Context: an optimization exercise on an open-source flow, tuned for small area, a short achievable clock period and few clock cycles per item. The choices shown serve that exercise and are no tape-out recipe.
At most, simulation tests tie the RTL to the original design; equivalence was not proved.
Power is estimated from default activity; no workload was simulated.

==> inputs of delta <==
// cpu6502_load_store_core
module cpu6502_load_store_core (
  input  wire           clk_i,
  input  wire           rst_ni,
  input  wire           in_valid_i,
  output logic          in_ready_o,
  input  wire  [1:0]    in_kind_i,
  input  wire  [7:0]    in_read_data_i,
  output logic          out_valid_o,
  input  wire           out_ready_i,
  output logic [15:0]   out_bus_address_o,
  output logic          out_bus_write_o,
  output logic [7:0]    out_write_data_o,
  output logic          out_at_boundary_o,
  output logic [3:0]    out_cycle_count_o,
  output logic          out_illegal_opcode_o,
  output logic [7:0]    out_reg_a_o,
  output logic [7:0]    out_reg_x_o,
  output logic [7:0]    out_reg_y_o,
  output logic [7:0]    out_reg_sp_o,
  output logic [7:0]    out_reg_status_o,
  output logic [15:0]   out_reg_pc_o
);
clock: 5.0 ns
lec_check: 0
cap_margin: 20
core_margin: 2
core_utilization: 40
place_density: 0.6
setup_slack_margin: 2.7
slew_margin: 20
run.sh (not shown) runs the stock make flow with config.mk's settings and CLKGATE_MAP_FILE= SYNTH_SCRIPT=/design/flow/synth_recipe.tcl, a recipe that flattens the netlist after the stock synthesis.
==> inputs of lagoon, as changes to delta <==
--- a/flow/design.v
+++ b/flow/design.v
@@ -23,40 +23,36 @@
 );
   localparam logic [7:0] SpReset = 8'hFD;
   localparam logic [1:0] KIND_DONE = 2'd0, KIND_IRQ = 2'd1, KIND_NMI = 2'd2, KIND_RST = 2'd3;
   localparam logic [3:0] P_VLO = 4'd0, P_VHI = 4'd1, P_FETCH = 4'd2, P_OPER = 4'd3,
                          P_AHI = 4'd4, P_PLO = 4'd5, P_PHI = 4'd6, P_DATA = 4'd7,
                          P_PCH = 4'd8, P_PCL = 4'd9, P_PP = 4'd10;
   localparam logic [1:0] V_RST = 2'b10, V_IRQ = 2'b11, V_NMI = 2'b01;
+  localparam logic [2:0] W_NONE = 3'd0, W_A = 3'd1, W_X = 3'd2, W_Y = 3'd3, W_P = 3'd4,
+                         W_PCH = 3'd5, W_PCL = 3'd6;
   logic [15:0] pc_q, pc_d;
   logic [7:0]  a_q, a_d, x_q, x_d, y_q, y_d, sp_q, sp_d, p_q, p_d;
   logic [7:0]  op_q, op_d;
   logic [3:0]  ph_q, ph_d;
   logic [7:0]  tmp_q, tmp_d;
   logic        c_q, c_d;
   logic        sx_q, sx_d, sy_q, sy_d;    
   logic [1:0]  vec_q, vec_d;
   logic [7:0]  ah_q, ah_d, al_q, al_d;
-  logic        wr_q, wr_d;
-  logic [7:0]  wd_q, wd_d;
+  logic [2:0]  ws_q, ws_d;
   logic        ov_q;
   logic        bnd_q, bnd_d, ill_q, ill_d;
   logic [3:0]  cyc_q, cyc_d;
   logic        adv;
-  logic        sv_q;
-  logic [1:0]  sk_q;
-  logic [7:0]  sd_q;
-  logic        go;
-  assign in_ready_o = !sv_q;
-  assign go         = !ov_q || out_ready_i;
-  assign adv        = (sv_q || in_valid_i) && go;
+  assign in_ready_o = !ov_q || out_ready_i;
+  assign adv        = in_valid_i && in_ready_o;
   logic [1:0] k;
   logic [7:0] d;
-  assign k = sv_q ? sk_q : in_kind_i;
-  assign d = sv_q ? sd_q : in_read_data_i;
+  assign k = in_kind_i;
+  assign d = in_read_data_i;
   logic n_ill, n_imp, n_stk, n_imm;
   always_comb begin
     n_ill = 1'b0; n_imp = 1'b0; n_stk = 1'b0; n_imm = 1'b0;
     case (d)
       8'hA9, 8'hA2, 8'hA0:                               n_imm = 1'b1;
       8'hAA, 8'hA8, 8'h8A, 8'h98, 8'hBA, 8'h9A:         n_imp = 1'b1;
       8'h48, 8'h08, 8'h68, 8'h28:                        n_stk = 1'b1;
@@ -104,34 +100,34 @@
   assign hsum = d + {7'd0, c_q};
   assign al1  = al_q + 8'd1;
   logic [7:0] tv;
   logic       wa, wx, wy, wsp, wnz;
   always_comb begin
     pc_d = pc_q; a_d = a_q; x_d = x_q; y_d = y_q; sp_d = sp_q; p_d = p_q; op_d = op_q;
     ph_d = ph_q; tmp_d = tmp_q; c_d = c_q; vec_d = vec_q; sx_d = sx_q; sy_d = sy_q;
-    ah_d = ah_q; al_d = al_q; wr_d = wr_q; wd_d = wd_q;
+    ah_d = ah_q; al_d = al_q; ws_d = ws_q;
     bnd_d = 1'b0; cyc_d = 4'd0; ill_d = 1'b0;
     tv = d; wa = 1'b0; wx = 1'b0; wy = 1'b0; wsp = 1'b0; wnz = 1'b0;
     sp_dec = (ph_q != P_FETCH);
     idx = (x_q & {8{sx_q}}) | (y_q & {8{sy_q}});
     bsum = {1'b0, d} + {1'b0, idx};
     case (k)
       KIND_RST: begin
         tv = 8'h00; wa = 1'b1; wx = 1'b1; wy = 1'b1;
         sp_d = SpReset; p_d = 8'h00; vec_d = V_RST;
-        ph_d = P_VLO; ah_d = 8'hFF; al_d = 8'hFC; wr_d = 1'b0; wd_d = 8'h00;
+        ph_d = P_VLO; ah_d = 8'hFF; al_d = 8'hFC; ws_d = W_NONE;
       end
       KIND_IRQ, KIND_NMI: begin
         if (ph_q == P_FETCH && (k == KIND_NMI || !p_q[2])) begin
           vec_d = (k == KIND_NMI) ? V_NMI : V_IRQ;
-          ph_d = P_PCH; ah_d = 8'h01; al_d = sp_q; wr_d = 1'b1; wd_d = pc_q[15:8];
+          ph_d = P_PCH; ah_d = 8'h01; al_d = sp_q; ws_d = W_PCH;
         end
       end
       default: begin
-        wr_d = 1'b0; wd_d = 8'h00;
+        ws_d = W_NONE;
         case (ph_q)
           P_VLO: begin
             tmp_d = d; c_d = 1'b0; ph_d = P_VHI; ah_d = 8'hFF; al_d = {5'b11111, vec_q, 1'b1};
           end
           P_VHI: begin
             pc_d = {hsum, tmp_q}; bnd_d = 1'b1; cyc_d = (vec_q == V_IRQ) ? 4'd7 : 4'd8;
             ph_d = P_FETCH; ah_d = hsum; al_d = tmp_q;
@@ -152,17 +148,17 @@
                 8'hBA:   begin tv = sp_q; wx = 1'b1; wnz = 1'b1; end
                 default: begin tv = x_q;  wsp = 1'b1; end
               endcase
               bnd_d = 1'b1; cyc_d = 4'd2;
             end else if (n_stk) begin
               ph_d = P_DATA; ah_d = 8'h01;
               if (d == 8'h48) begin
-                al_d = sp_q; wr_d = 1'b1; wd_d = a_q;
+                al_d = sp_q; ws_d = W_A;
               end else if (d == 8'h08) begin
-                al_d = sp_q; wr_d = 1'b1; wd_d = p_q;
+                al_d = sp_q; ws_d = W_P;
               end else begin
                 sp_d = spn; al_d = spn;
               end
             end else if (n_imm) begin
               pc_d = pc2; ph_d = P_DATA;
             end else begin
               ph_d = P_OPER;
@@ -192,78 +188,80 @@
             else if (o_ldx)  begin wx = 1'b1; wnz = 1'b1; end
             else if (o_ldy)  begin wy = 1'b1; wnz = 1'b1; end
             else if (!o_st)  begin wa = 1'b1; wnz = 1'b1; end
             cyc_d = o_cyc;
             bnd_d = 1'b1; ph_d = P_FETCH; ah_d = pc_q[15:8]; al_d = pc_q[7:0];
           end
           P_PCH: begin
-            sp_d = spn; ph_d = P_PCL; ah_d = 8'h01; al_d = spn; wr_d = 1'b1; wd_d = pc_q[7:0];
+            sp_d = spn; ph_d = P_PCL; ah_d = 8'h01; al_d = spn; ws_d = W_PCL;
           end
           P_PCL: begin
             sp_d = spn;
             p_d = {p_q[7:6], 1'b1, vec_q[1], p_q[3], 1'b1, p_q[1:0]};
-            ph_d = P_PP; ah_d = 8'h01; al_d = spn; wr_d = 1'b1; wd_d = p_d;
+            ph_d = P_PP; ah_d = 8'h01; al_d = spn; ws_d = W_P;
           end
           P_PP: begin
             sp_d = spn; ph_d = P_VLO; ah_d = 8'hFF; al_d = {5'b11111, vec_q, 1'b0};
           end
           default: begin
             ph_d = P_FETCH; ah_d = pc_q[15:8]; al_d = pc_q[7:0];
           end
         endcase
         if (o_st && (ph_q == P_AHI || ph_q == P_PHI || (ph_q == P_OPER && !o_abs && !o_ptr))) begin
-          wr_d = 1'b1;
-          if (cc == 2'b01)      wd_d = a_q;
-          else if (cc == 2'b10) wd_d = x_q;
-          else                  wd_d = y_q;
+          if (cc == 2'b01)      ws_d = W_A;
+          else if (cc == 2'b10) ws_d = W_X;
+          else                  ws_d = W_Y;
         end
       end
     endcase
     if (wa)  a_d = tv;
     if (wx)  x_d = tv;
     if (wy)  y_d = tv;
     if (wsp) sp_d = tv;
     if (wnz) p_d = {tv[7], p_q[6:2], (tv == 8'h00), p_q[0]};
   end
   always_ff @(posedge clk_i or negedge rst_ni) begin
     if (!rst_ni) begin
       ov_q <= 1'b0;
       pc_q <= 16'h0000; a_q <= 8'h00; x_q <= 8'h00; y_q <= 8'h00; sp_q <= SpReset;
       p_q <= 8'h00; ph_q <= P_VLO; vec_q <= V_RST;
-      ah_q <= 8'hFF; al_q <= 8'hFC; wr_q <= 1'b0; wd_q <= 8'h00;
-      sv_q <= 1'b0;
+      ah_q <= 8'hFF; al_q <= 8'hFC; ws_q <= W_NONE;
     end else begin
       if (adv) begin
         pc_q <= pc_d; a_q <= a_d; x_q <= x_d; y_q <= y_d; sp_q <= sp_d; p_q <= p_d;
         ph_q <= ph_d; vec_q <= vec_d;
-        ah_q <= ah_d; al_q <= al_d; wr_q <= wr_d; wd_q <= wd_d;
+        ah_q <= ah_d; al_q <= al_d; ws_q <= ws_d;
         ov_q <= 1'b1;
       end else if (out_ready_i) begin
         ov_q <= 1'b0;
       end
-      if (sv_q) begin
-        if (go) sv_q <= 1'b0;
-      end else if (in_valid_i && !go) begin
-        sv_q <= 1'b1;
-      end
     end
   end
   always_ff @(posedge clk_i) begin
-    if (!sv_q) begin
-      sk_q <= in_kind_i; sd_q <= in_read_data_i;
-    end
     if (adv) begin
       op_q <= op_d; tmp_q <= tmp_d; c_q <= c_d; sx_q <= sx_d; sy_q <= sy_d;
       bnd_q <= bnd_d; cyc_q <= cyc_d; ill_q <= ill_d;
     end
   end
+  logic [7:0] wd;
+  always_comb begin
+    case (ws_q)
+      W_A:     wd = a_q;
+      W_X:     wd = x_q;
+      W_Y:     wd = y_q;
+      W_P:     wd = p_q;
+      W_PCH:   wd = pc_q[15:8];
+      W_PCL:   wd = pc_q[7:0];
+      default: wd = 8'h00;
+    endcase
+  end
   assign out_valid_o          = ov_q;
   assign out_bus_address_o    = {ah_q, al_q};
-  assign out_bus_write_o      = wr_q;
-  assign out_write_data_o     = wd_q;
+  assign out_bus_write_o      = (ws_q != W_NONE);
+  assign out_write_data_o     = wd;
   assign out_at_boundary_o    = bnd_q;
   assign out_cycle_count_o    = cyc_q;
   assign out_illegal_opcode_o = ill_q;
   assign out_reg_a_o          = a_q;
   assign out_reg_x_o          = x_q;
   assign out_reg_y_o          = y_q;
   assign out_reg_sp_o         = sp_q;
==> flow/flow/run.sh (new file) <==
#!/bin/bash
# The standard layout (the standard.sh, all steps), with the input and output port
# buffers made of plain buffers instead of the delay cells buffer_ports picks by default.
# Every tool's output goes to standard.log in this folder.
set -o pipefail
export BUFFER_PORTS_ARGS="-buffer_cell sky130_fd_sc_hd__buf_1"
bash standard.sh > standard.log 2>&1
==> flow/standard.sh (new file) <==
#!/bin/bash
# synth_recipe.tcl (not shown) runs the flow's synth.tcl, then flattens the netlist and writes it again
# the make line also repeats each setting of config.mk as NAME=value (left out here)
make -C /OpenROAD-flow-scripts/flow DESIGN_CONFIG=/design/flow/config.mk WORK_HOME=/design/flow/orfs CLKGATE_MAP_FILE= SYNTH_SCRIPT=/design/flow/synth_recipe.tcl "${@:-finish}"
Settings changed: SETUP_SLACK_MARGIN 2.7 to 2.5, TNS_END_PERCENT set to 0.
removed: flow/run.sh
==> inputs of indigo, as changes to delta <==
--- a/flow/design.v
+++ b/flow/design.v
@@ -23,40 +23,36 @@
 );
   localparam logic [7:0] SpReset = 8'hFD;
   localparam logic [1:0] KIND_DONE = 2'd0, KIND_IRQ = 2'd1, KIND_NMI = 2'd2, KIND_RST = 2'd3;
   localparam logic [3:0] P_VLO = 4'd0, P_VHI = 4'd1, P_FETCH = 4'd2, P_OPER = 4'd3,
                          P_AHI = 4'd4, P_PLO = 4'd5, P_PHI = 4'd6, P_DATA = 4'd7,
                          P_PCH = 4'd8, P_PCL = 4'd9, P_PP = 4'd10;
   localparam logic [1:0] V_RST = 2'b10, V_IRQ = 2'b11, V_NMI = 2'b01;
+  localparam logic [2:0] W_NONE = 3'd0, W_A = 3'd1, W_X = 3'd2, W_Y = 3'd3, W_P = 3'd4,
+                         W_PCH = 3'd5, W_PCL = 3'd6;
   logic [15:0] pc_q, pc_d;
   logic [7:0]  a_q, a_d, x_q, x_d, y_q, y_d, sp_q, sp_d, p_q, p_d;
   logic [7:0]  op_q, op_d;
   logic [3:0]  ph_q, ph_d;
   logic [7:0]  tmp_q, tmp_d;
   logic        c_q, c_d;
   logic        sx_q, sx_d, sy_q, sy_d;    
   logic [1:0]  vec_q, vec_d;
   logic [7:0]  ah_q, ah_d, al_q, al_d;
-  logic        wr_q, wr_d;
-  logic [7:0]  wd_q, wd_d;
+  logic [2:0]  ws_q, ws_d;
   logic        ov_q;
   logic        bnd_q, bnd_d, ill_q, ill_d;
   logic [3:0]  cyc_q, cyc_d;
   logic        adv;
-  logic        sv_q;
-  logic [1:0]  sk_q;
-  logic [7:0]  sd_q;
-  logic        go;
-  assign in_ready_o = !sv_q;
-  assign go         = !ov_q || out_ready_i;
-  assign adv        = (sv_q || in_valid_i) && go;
+  assign in_ready_o = !ov_q || out_ready_i;
+  assign adv        = in_valid_i && in_ready_o;
   logic [1:0] k;
   logic [7:0] d;
-  assign k = sv_q ? sk_q : in_kind_i;
-  assign d = sv_q ? sd_q : in_read_data_i;
+  assign k = in_kind_i;
+  assign d = in_read_data_i;
   logic n_ill, n_imp, n_stk, n_imm;
   always_comb begin
     n_ill = 1'b0; n_imp = 1'b0; n_stk = 1'b0; n_imm = 1'b0;
     case (d)
       8'hA9, 8'hA2, 8'hA0:                               n_imm = 1'b1;
       8'hAA, 8'hA8, 8'h8A, 8'h98, 8'hBA, 8'h9A:         n_imp = 1'b1;
       8'h48, 8'h08, 8'h68, 8'h28:                        n_stk = 1'b1;
@@ -104,34 +100,34 @@
   assign hsum = d + {7'd0, c_q};
   assign al1  = al_q + 8'd1;
   logic [7:0] tv;
   logic       wa, wx, wy, wsp, wnz;
   always_comb begin
     pc_d = pc_q; a_d = a_q; x_d = x_q; y_d = y_q; sp_d = sp_q; p_d = p_q; op_d = op_q;
     ph_d = ph_q; tmp_d = tmp_q; c_d = c_q; vec_d = vec_q; sx_d = sx_q; sy_d = sy_q;
-    ah_d = ah_q; al_d = al_q; wr_d = wr_q; wd_d = wd_q;
+    ah_d = ah_q; al_d = al_q; ws_d = ws_q;
     bnd_d = 1'b0; cyc_d = 4'd0; ill_d = 1'b0;
     tv = d; wa = 1'b0; wx = 1'b0; wy = 1'b0; wsp = 1'b0; wnz = 1'b0;
     sp_dec = (ph_q != P_FETCH);
     idx = (x_q & {8{sx_q}}) | (y_q & {8{sy_q}});
     bsum = {1'b0, d} + {1'b0, idx};
     case (k)
       KIND_RST: begin
         tv = 8'h00; wa = 1'b1; wx = 1'b1; wy = 1'b1;
         sp_d = SpReset; p_d = 8'h00; vec_d = V_RST;
-        ph_d = P_VLO; ah_d = 8'hFF; al_d = 8'hFC; wr_d = 1'b0; wd_d = 8'h00;
+        ph_d = P_VLO; ah_d = 8'hFF; al_d = 8'hFC; ws_d = W_NONE;
       end
       KIND_IRQ, KIND_NMI: begin
         if (ph_q == P_FETCH && (k == KIND_NMI || !p_q[2])) begin
           vec_d = (k == KIND_NMI) ? V_NMI : V_IRQ;
-          ph_d = P_PCH; ah_d = 8'h01; al_d = sp_q; wr_d = 1'b1; wd_d = pc_q[15:8];
+          ph_d = P_PCH; ah_d = 8'h01; al_d = sp_q; ws_d = W_PCH;
         end
       end
       default: begin
-        wr_d = 1'b0; wd_d = 8'h00;
+        ws_d = W_NONE;
         case (ph_q)
           P_VLO: begin
             tmp_d = d; c_d = 1'b0; ph_d = P_VHI; ah_d = 8'hFF; al_d = {5'b11111, vec_q, 1'b1};
           end
           P_VHI: begin
             pc_d = {hsum, tmp_q}; bnd_d = 1'b1; cyc_d = (vec_q == V_IRQ) ? 4'd7 : 4'd8;
             ph_d = P_FETCH; ah_d = hsum; al_d = tmp_q;
@@ -152,17 +148,17 @@
                 8'hBA:   begin tv = sp_q; wx = 1'b1; wnz = 1'b1; end
                 default: begin tv = x_q;  wsp = 1'b1; end
               endcase
               bnd_d = 1'b1; cyc_d = 4'd2;
             end else if (n_stk) begin
               ph_d = P_DATA; ah_d = 8'h01;
               if (d == 8'h48) begin
-                al_d = sp_q; wr_d = 1'b1; wd_d = a_q;
+                al_d = sp_q; ws_d = W_A;
               end else if (d == 8'h08) begin
-                al_d = sp_q; wr_d = 1'b1; wd_d = p_q;
+                al_d = sp_q; ws_d = W_P;
               end else begin
                 sp_d = spn; al_d = spn;
               end
             end else if (n_imm) begin
               pc_d = pc2; ph_d = P_DATA;
             end else begin
               ph_d = P_OPER;
@@ -192,78 +188,80 @@
             else if (o_ldx)  begin wx = 1'b1; wnz = 1'b1; end
             else if (o_ldy)  begin wy = 1'b1; wnz = 1'b1; end
             else if (!o_st)  begin wa = 1'b1; wnz = 1'b1; end
             cyc_d = o_cyc;
             bnd_d = 1'b1; ph_d = P_FETCH; ah_d = pc_q[15:8]; al_d = pc_q[7:0];
           end
           P_PCH: begin
-            sp_d = spn; ph_d = P_PCL; ah_d = 8'h01; al_d = spn; wr_d = 1'b1; wd_d = pc_q[7:0];
+            sp_d = spn; ph_d = P_PCL; ah_d = 8'h01; al_d = spn; ws_d = W_PCL;
           end
           P_PCL: begin
             sp_d = spn;
             p_d = {p_q[7:6], 1'b1, vec_q[1], p_q[3], 1'b1, p_q[1:0]};
-            ph_d = P_PP; ah_d = 8'h01; al_d = spn; wr_d = 1'b1; wd_d = p_d;
+            ph_d = P_PP; ah_d = 8'h01; al_d = spn; ws_d = W_P;
           end
           P_PP: begin
             sp_d = spn; ph_d = P_VLO; ah_d = 8'hFF; al_d = {5'b11111, vec_q, 1'b0};
           end
           default: begin
             ph_d = P_FETCH; ah_d = pc_q[15:8]; al_d = pc_q[7:0];
           end
         endcase
         if (o_st && (ph_q == P_AHI || ph_q == P_PHI || (ph_q == P_OPER && !o_abs && !o_ptr))) begin
-          wr_d = 1'b1;
-          if (cc == 2'b01)      wd_d = a_q;
-          else if (cc == 2'b10) wd_d = x_q;
-          else                  wd_d = y_q;
+          if (cc == 2'b01)      ws_d = W_A;
+          else if (cc == 2'b10) ws_d = W_X;
+          else                  ws_d = W_Y;
         end
       end
     endcase
     if (wa)  a_d = tv;
     if (wx)  x_d = tv;
     if (wy)  y_d = tv;
     if (wsp) sp_d = tv;
     if (wnz) p_d = {tv[7], p_q[6:2], (tv == 8'h00), p_q[0]};
   end
   always_ff @(posedge clk_i or negedge rst_ni) begin
     if (!rst_ni) begin
       ov_q <= 1'b0;
       pc_q <= 16'h0000; a_q <= 8'h00; x_q <= 8'h00; y_q <= 8'h00; sp_q <= SpReset;
       p_q <= 8'h00; ph_q <= P_VLO; vec_q <= V_RST;
-      ah_q <= 8'hFF; al_q <= 8'hFC; wr_q <= 1'b0; wd_q <= 8'h00;
-      sv_q <= 1'b0;
+      ah_q <= 8'hFF; al_q <= 8'hFC; ws_q <= W_NONE;
     end else begin
       if (adv) begin
         pc_q <= pc_d; a_q <= a_d; x_q <= x_d; y_q <= y_d; sp_q <= sp_d; p_q <= p_d;
         ph_q <= ph_d; vec_q <= vec_d;
-        ah_q <= ah_d; al_q <= al_d; wr_q <= wr_d; wd_q <= wd_d;
+        ah_q <= ah_d; al_q <= al_d; ws_q <= ws_d;
         ov_q <= 1'b1;
       end else if (out_ready_i) begin
         ov_q <= 1'b0;
       end
-      if (sv_q) begin
-        if (go) sv_q <= 1'b0;
-      end else if (in_valid_i && !go) begin
-        sv_q <= 1'b1;
-      end
     end
   end
   always_ff @(posedge clk_i) begin
-    if (!sv_q) begin
-      sk_q <= in_kind_i; sd_q <= in_read_data_i;
-    end
     if (adv) begin
       op_q <= op_d; tmp_q <= tmp_d; c_q <= c_d; sx_q <= sx_d; sy_q <= sy_d;
       bnd_q <= bnd_d; cyc_q <= cyc_d; ill_q <= ill_d;
     end
   end
+  logic [7:0] wd;
+  always_comb begin
+    case (ws_q)
+      W_A:     wd = a_q;
+      W_X:     wd = x_q;
+      W_Y:     wd = y_q;
+      W_P:     wd = p_q;
+      W_PCH:   wd = pc_q[15:8];
+      W_PCL:   wd = pc_q[7:0];
+      default: wd = 8'h00;
+    endcase
+  end
   assign out_valid_o          = ov_q;
   assign out_bus_address_o    = {ah_q, al_q};
-  assign out_bus_write_o      = wr_q;
-  assign out_write_data_o     = wd_q;
+  assign out_bus_write_o      = (ws_q != W_NONE);
+  assign out_write_data_o     = wd;
   assign out_at_boundary_o    = bnd_q;
   assign out_cycle_count_o    = cyc_q;
   assign out_illegal_opcode_o = ill_q;
   assign out_reg_a_o          = a_q;
   assign out_reg_x_o          = x_q;
   assign out_reg_y_o          = y_q;
   assign out_reg_sp_o         = sp_q;
Settings changed: SETUP_SLACK_MARGIN 2.7 to 2.5.
==> notes.md <==
Result of the run: delta timing/DRC/antenna clean; lagoon timing/DRC/antenna clean; indigo timing/DRC/antenna clean
Routed wirelength normalized by instance count: delta 27.4 um; lagoon 25.3 um; indigo 25.7 um
Post-Synthesis Cells: delta 1,112; lagoon 1,042; indigo 1,042
Number of clock-tree buffers in the layout: delta 19; lagoon 10; indigo 9
Flop and latch count out of synthesis: delta 124; lagoon 107; indigo 107
Tmin final: delta 3.54 ns; lagoon 2.83 ns; indigo 2.85 ns
Final hold slack: delta 0.492 ns; lagoon 0.488 ns; indigo 0.480 ns
Simple logic cell fraction of the synthesized area: delta 18.5%; lagoon 20.4%; indigo 20.4%
Clock Sink Count: delta 124; lagoon 107; indigo 107
DRT met1 WL: delta 17.6 mm; lagoon 14.2 mm; indigo 15.6 mm
Min-Delay Endpoint: delta wd_q[0]; lagoon ah_q[7]; indigo ah_q[7]
Source of the critical timing path: delta in_read_data_i[2]; lagoon in_read_data_i[1]; indigo ws_q[1]
Pin count of the biggest net entering global routing: delta 60; lagoon 45; indigo 46
Gate power share: delta 59.4%; lagoon 47.2%; indigo 58.9%
Number of vias after detailed routing: delta 11,600; lagoon 9,217; indigo 10,100
Seq_cells: delta 124; lagoon 107; indigo 107
Comb. pwr: delta 4.60 mW; lagoon 2.23 mW; indigo 3.48 mW
Area grow syn2layout: delta 65.6%; lagoon 20.8%; indigo 53.4%
Final total power: delta 7.74 mW; lagoon 4.72 mW; indigo 5.90 mW
Row Count: delta 55; lagoon 53; indigo 53
Testbench counts of lagoon, summed over its fixed seeds: cycles 32,008, beats 32,000.
Testbench counts of indigo, summed over its fixed seeds: cycles 32,008, beats 32,000.
The RTL of delta was laid out without a check of its function.

==> separate check: timing with driven ports <==
How much do the figures lean on ideal ports? The routed layouts below were timed once more, with nothing changed but the port constraints. Step 1 sets driving cells, clkbuf_16 on the clock port and buf_2 on the other inputs (assumed; they add their load-dependent delay and slew). Step 2 adds t to the input delays and takes it off the output delays; t is the mean of the earliest and latest rising clock arrival at the registers after step 1. Input paths then give back, and output paths get back, about the clock's delay inside the block. Three values: ideal, step 1, step 2; two values: the first two.
run | t (ns) | setup slack, ns | worst data-port slew with drivers (ns)
delta | 0.482 | 1.456 / 1.473 / 0.991 | 0.04
lagoon | 0.420 | 2.173 / 2.151 / 1.781 | 0.05
indigo | 0.413 | 2.147 / 2.099 / 1.764 | 0.06
After both steps every run listed still meets setup and hold. The setup slack of delta, which loses most, moves by +0.017 ns with the drivers and by -0.465 ns with both steps.
